Background: an optimization exercise with open tools, aiming at small area, a short achievable clock period and few clock cycles. Do not read the settings as production practice.
In this exercise RTL edits were held to simulation tests only and were not proved equivalent to the original.
Power and IR drop assume default switching activity.

## S
Design infix_expression_evaluator_unit, start of the top module:
module infix_expression_evaluator_unit (
   input  logic                        clock,
   input  logic                        reset,
   input  logic                        req_tvalid,
   output logic                        req_tready,
   input  logic [7:0]                  req_tdata,
   input  logic                        req_tlast,
   output logic                        rsp_tvalid,
   input  logic                        rsp_tready,
   output logic signed [31:0]          rsp_tdata,
   output logic [1:0]                  rsp_tuser
);
For scale: roughly 2400 cells after synthesis, ~49 I/O pins, roughly 17000 sq um of cells after synthesis.
==> flow/config.mk <==
export PLATFORM = sky130hd
export DESIGN_NAME = infix_expression_evaluator_unit
export DESIGN_NICKNAME = infix_expression_evaluator_unit
export VERILOG_FILES = /design/flow/design.v
export SDC_FILE = /design/flow/constraint.sdc
export NUM_CORES = 4
export LEC_CHECK = 0
export ABC_AREA = 1
export CAP_MARGIN = 20
export CORE_MARGIN = 2
export CORE_UTILIZATION = 40
export GPL_TIMING_DRIVEN = 0
export SETUP_SLACK_MARGIN = 4.5
export SLEW_MARGIN = 20
==> flow/constraint.sdc <==
create_clock -name core_clock -period 9.0 [get_ports {clock}]
set_input_delay 1.8000 -clock core_clock [delete_from_list [all_inputs] [get_ports {clock}]]
set_output_delay 1.8000 -clock core_clock [all_outputs]
set_load 0.01 [all_outputs]
run.sh (not shown) runs the stock make flow with config.mk's settings and CLKGATE_MAP_FILE= SYNTH_SCRIPT=/design/flow/synth_recipe.tcl, a recipe that flattens the netlist after the stock synthesis.
Testbench counts of S, summed over its fixed seeds: cycles 38,127.
### S -> Q
# S
export LEC_CHECK = 0
export ABC_AREA = 1
export CAP_MARGIN = 20
export CORE_MARGIN = 2
export CORE_UTILIZATION = 40
export GPL_TIMING_DRIVEN = 0
export SETUP_SLACK_MARGIN = 4.5
export SLEW_MARGIN = 20
create_clock -name core_clock -period 9.0 [get_ports {clock}]
# Q
export LEC_CHECK = 0
export ABC_AREA = 1
export CAP_MARGIN = 20
export CORE_MARGIN = 2
export CORE_UTILIZATION = 40
export SETUP_SLACK_MARGIN = 4.5
export SLEW_MARGIN = 20
export TNS_END_PERCENT = 20
create_clock -name core_clock -period 9.0 [get_ports {clock}]
## What came out
Power share of the clock group in Q is 0.8 points above S. Comparing S against Q, there is no change at all in area after synthesis. [compare] base=S new=Q: core utilization fell by 0.55 points; data arrival time at the worst-slack endpoint fell by 2.37 ns; total half-perimeter wirelength after legalization and detailed placement fell by about 20%.


== nickel ==
Starting RTL as in the previous note.
clock: 9.0 ns
lec_check: 0
abc_area: 1
cap_margin: 20
core_margin: 2
core_utilization: 40
setup_slack_margin: 4
slew_margin: 20
nickel went all the way through synthesis, placement and routing and the layout is clean on timing, DRC and antenna.
Testbench counts of nickel, summed over its fixed seeds: cycles 38,127.
The following lists how raven was set up differently from nickel:
--- a/flow/config.mk
+++ b/flow/config.mk
@@ -12 +12,2 @@
-export SETUP_SLACK_MARGIN = 4
+export GPL_ROUTABILITY_DRIVEN = 0
+export SETUP_SLACK_MARGIN = 4.5
Results
Summary: with nickel as the reference, power consumption in raven moved up slightly.
Internal power of the cells, raven vs nickel: up by a few percent
Per the comparison of raven with nickel, clock insertion delay at the later pin of the skew report level; final-layout clock buffer total moved up; design area grew by 1.3%; switching power lower; final-layout clock-cell area share flat.
Input-level comparison between fjord and raven:
--- a/flow/config.mk
+++ b/flow/config.mk
@@ -12,2 +12 @@
-export GPL_ROUTABILITY_DRIVEN = 0
-export SETUP_SLACK_MARGIN = 4.5
+export SETUP_SLACK_MARGIN = 4.25
Findings:
When fjord is measured against raven, its worst reg2reg path depth turns out 5 higher. Relative to raven, non-clock buffer area fraction after layout decreased by 0.18 points in fjord. Summary of fjord over raven: area added between synthesis and finish now smaller; average wire per cell in the routed design rose 0.36 µm. In fjord, the relative slew slack came out 3.1 points above the value in raven. [compare] base=raven new=fjord: insertion delay of the later-clocked pin in the worst-skew pair level; count of placed standard cells in the final layout, fillers left out comparable. Summary of fjord over raven: via count of the routed design shows a reduction of 1.2%; minimum clock period saw an increase. Delta (fjord minus raven): met1 routing resource usage after global routing now sits higher; part of the power in the clock network now sits lower.
Changes in zinc relative to fjord:
--- a/flow/config.mk
+++ b/flow/config.mk
@@ -11,2 +11,2 @@
-export CORE_UTILIZATION = 40
-export SETUP_SLACK_MARGIN = 4.25
+export CORE_UTILIZATION = 50
+export SETUP_SLACK_MARGIN = 4.5
[summary]
- Slew at the pin closest to its max-slew limit was higher in zinc than in fjord.
- Total number of tap cells sits lower in zinc than in fjord.
- There was hardly any difference in achievable frequency between zinc and fjord.
- Per the comparison of zinc with fjord, setup slack of the critical path after layout lower, met1 wire length went down about 4.3%, I/O pin count shows no meaningful change, non-clock buffer count rose 11.
- zinc vs fjord: combinational group share of total power up


== red ==
Starting RTL as in the previous note.
==> flow/config.mk <==
export PLATFORM = sky130hd
export DESIGN_NAME = infix_expression_evaluator_unit
export DESIGN_NICKNAME = infix_expression_evaluator_unit
export VERILOG_FILES = /design/flow/design.v
export SDC_FILE = /design/flow/constraint.sdc
export NUM_CORES = 4
export LEC_CHECK = 0
export ABC_AREA = 1
export CAP_MARGIN = 20
export CORE_MARGIN = 2
export CORE_UTILIZATION = 35
export SETUP_SLACK_MARGIN = 4.5
export SLEW_MARGIN = 20
==> flow/constraint.sdc <==
create_clock -name core_clock -period 9.0 [get_ports {clock}]
set_input_delay 1.8000 -clock core_clock [delete_from_list [all_inputs] [get_ports {clock}]]
set_output_delay 1.8000 -clock core_clock [all_outputs]
set_load 0.01 [all_outputs]
Testbench counts of red, summed over its fixed seeds: cycles 38,127.
## Diff of input files: blue against red
# red
export LEC_CHECK = 0
export ABC_AREA = 1
export CAP_MARGIN = 20
export CORE_MARGIN = 2
export CORE_UTILIZATION = 35
export SETUP_SLACK_MARGIN = 4.5
export SLEW_MARGIN = 20
create_clock -name core_clock -period 9.0 [get_ports {clock}]
# blue
export LEC_CHECK = 0
export ABC_AREA = 1
export CAP_MARGIN = 20
export CORE_MARGIN = 2
export CORE_UTILIZATION = 40
export SETUP_SLACK_MARGIN = 4.75
export SLEW_MARGIN = 20
create_clock -name core_clock -period 9.0 [get_ports {clock}]
[summary]
blue vs red — count of plain and timing-repair buffers in the layout climbed by more than a quarter. Of blue and red, the higher power after layout belongs to blue. Comparing blue with red, the wire length after detailed routing came out essentially unchanged. Diff red -> blue | share of power burned in the clock network | increase of 2.2 points.
Modified inputs, green compared to blue
# blue
export LEC_CHECK = 0
export ABC_AREA = 1
export CAP_MARGIN = 20
export CORE_MARGIN = 2
export CORE_UTILIZATION = 40
export SETUP_SLACK_MARGIN = 4.75
export SLEW_MARGIN = 20
create_clock -name core_clock -period 9.0 [get_ports {clock}]
# green
export LEC_CHECK = 0
export CAP_MARGIN = 20
export CORE_MARGIN = 2
export CORE_UTILIZATION = 40
export SETUP_SLACK_MARGIN = 5
export SLEW_MARGIN = 20
create_clock -name core_clock -period 9.0 [get_ports {clock}]
## What came out
Against blue as the reference, green delivers a lower wire length of the first global-routing pass.
Critical path arrival was higher in green than in blue.
Looking at top power group, the registers result is from green; the combinational logic one comes from blue.
green: clock group share of total power is 1.7 points higher than what blue reported.


infix_expression_evaluator_unit again, from the RTL that the note above started with.
Settings: LEC_CHECK=0, ABC_AREA=1, CAP_MARGIN=20, CORE_MARGIN=2, CORE_UTILIZATION=40, SETUP_SLACK_MARGIN=5, SLEW_MARGIN=20; clock period 9.0 ns.
Testbench counts at the start, summed over its fixed seeds: cycles 38,127.
Then changed:
Settings changed: PLACE_DENSITY_LB_ADDON set to 0.1, SETUP_SLACK_MARGIN 5 to 4.5.
=> The new run completed with no timing, DRC or antenna violations. First-iteration DRC count shrinks by roughly a tenth. Worst setup slack gets worse by 0.17 ns. Global-route usage grows by 1.1 points. Sequential share of layout area grows by 1.3 points. Utilization shrinks by 2.7 points. Wire length grows slightly. Total power shrinks by a few percent. Synthesized cell count stays the same. Hold slack gets worse by 0.015 ns. Die area does not change.
Then changed:
Settings changed: GPL_ROUTABILITY_DRIVEN set to 0, PLACE_DENSITY_LB_ADDON 0.1 to not set, SETUP_SLACK_MARGIN 4.5 to 5.
Result: The new run finished with timing, DRC and antenna clean; die area is unchanged; non-clock buffer count goes up by 60; combinational power went up by about 9%.
Then changed:
Settings changed: GPL_ROUTABILITY_DRIVEN 0 to not set, SETUP_SLACK_MARGIN 5 to 4.5.
Sequential share of layout area goes up by 1.2 points.
Area after synthesis does not change.
Setup slack is worse by 0.18 ns.
Core utilization goes down by 2.5 points.
Hold slack is worse by 0.011 ns.
Via count goes down by 3.2%.
Non-clock buffer count goes down by 57.
Count of clock-buffer cells in the layout stays the same.
Die area stays the same.

-- static timing again, ports no longer ideal --
The results above use ideal ports. As a check the final layouts listed here were re-extracted and re-timed, cells and wires unchanged. Step 1 (the two cells are an assumption about what drives the block):
set clk [get_ports {clock}]
set_driving_cell -lib_cell sky130_fd_sc_hd__clkbuf_16 $clk
set_driving_cell -lib_cell sky130_fd_sc_hd__buf_2 [delete_from_list [all_inputs] $clk]
Step 2 also shifts input and output timing later by t, the mid clock arrival at the registers, as if the neighbouring blocks saw the same clock. a / b / c = ideal ports / drivers / drivers and shift; a / b = the first two.
| run | t, ns | slack for setup (ns) | worst setup path after step 2 | clock arrival spread, ns | worst slew at a driven data input, ns |
|---|---|---|---|---|---|
| S | 0.571 | 4.574 / 4.574 / 4.574 | register to register | 0.010 / 0.011 | 0.03 |
| Q | 0.534 | 4.754 / 4.700 / 4.269 | input to register | 0.014 / 0.014 | 0.04 |
| nickel | 0.536 | 4.406 / 4.406 / 4.258 | input to register | 0.014 / 0.013 | 0.04 |
| raven | 0.522 | 4.780 / 4.728 / 4.358 | input to register | 0.013 / 0.014 | 0.04 |
| fjord | 0.536 | 4.653 / 4.653 / 4.247 | input to register | 0.013 / 0.013 | 0.04 |
| zinc | 0.514 | 4.641 / 4.586 / 4.614 | input to register | 0.011 / 0.011 | 0.03 |
| red | 0.522 | 4.709 / 4.709 / 4.673 | input to register | 0.015 / 0.015 | 0.03 |
| blue | 0.526 | 4.861 / 4.849 / 4.610 | input to register | 0.012 / 0.012 | 0.03 |
| green | 0.522 | 4.727 / 4.727 / 4.727 | register to register | 0.017 / 0.017 | 0.03 |
| the first run of note 4 | 0.528 | 4.856 / 4.856 / 4.681 | input to register | 0.013 / 0.013 | 0.03 |
| the second run of note 4 | 0.556 | 4.688 / 4.688 / 4.463 | input to register | 0.016 / 0.015 | 0.03 |
| the third run of note 4 | 0.514 | 4.932 / 4.932 / 4.670 | input to register | 0.013 / 0.013 | 0.03 |
| the fourth run of note 4 | 0.534 | 4.757 / 4.703 / 4.588 | input to register | 0.012 / 0.013 | 0.04 |
After both steps setup and hold are still met in every run listed. The setup slack of Q, which loses most, moves by -0.054 ns with the drivers and by -0.485 ns with both steps.
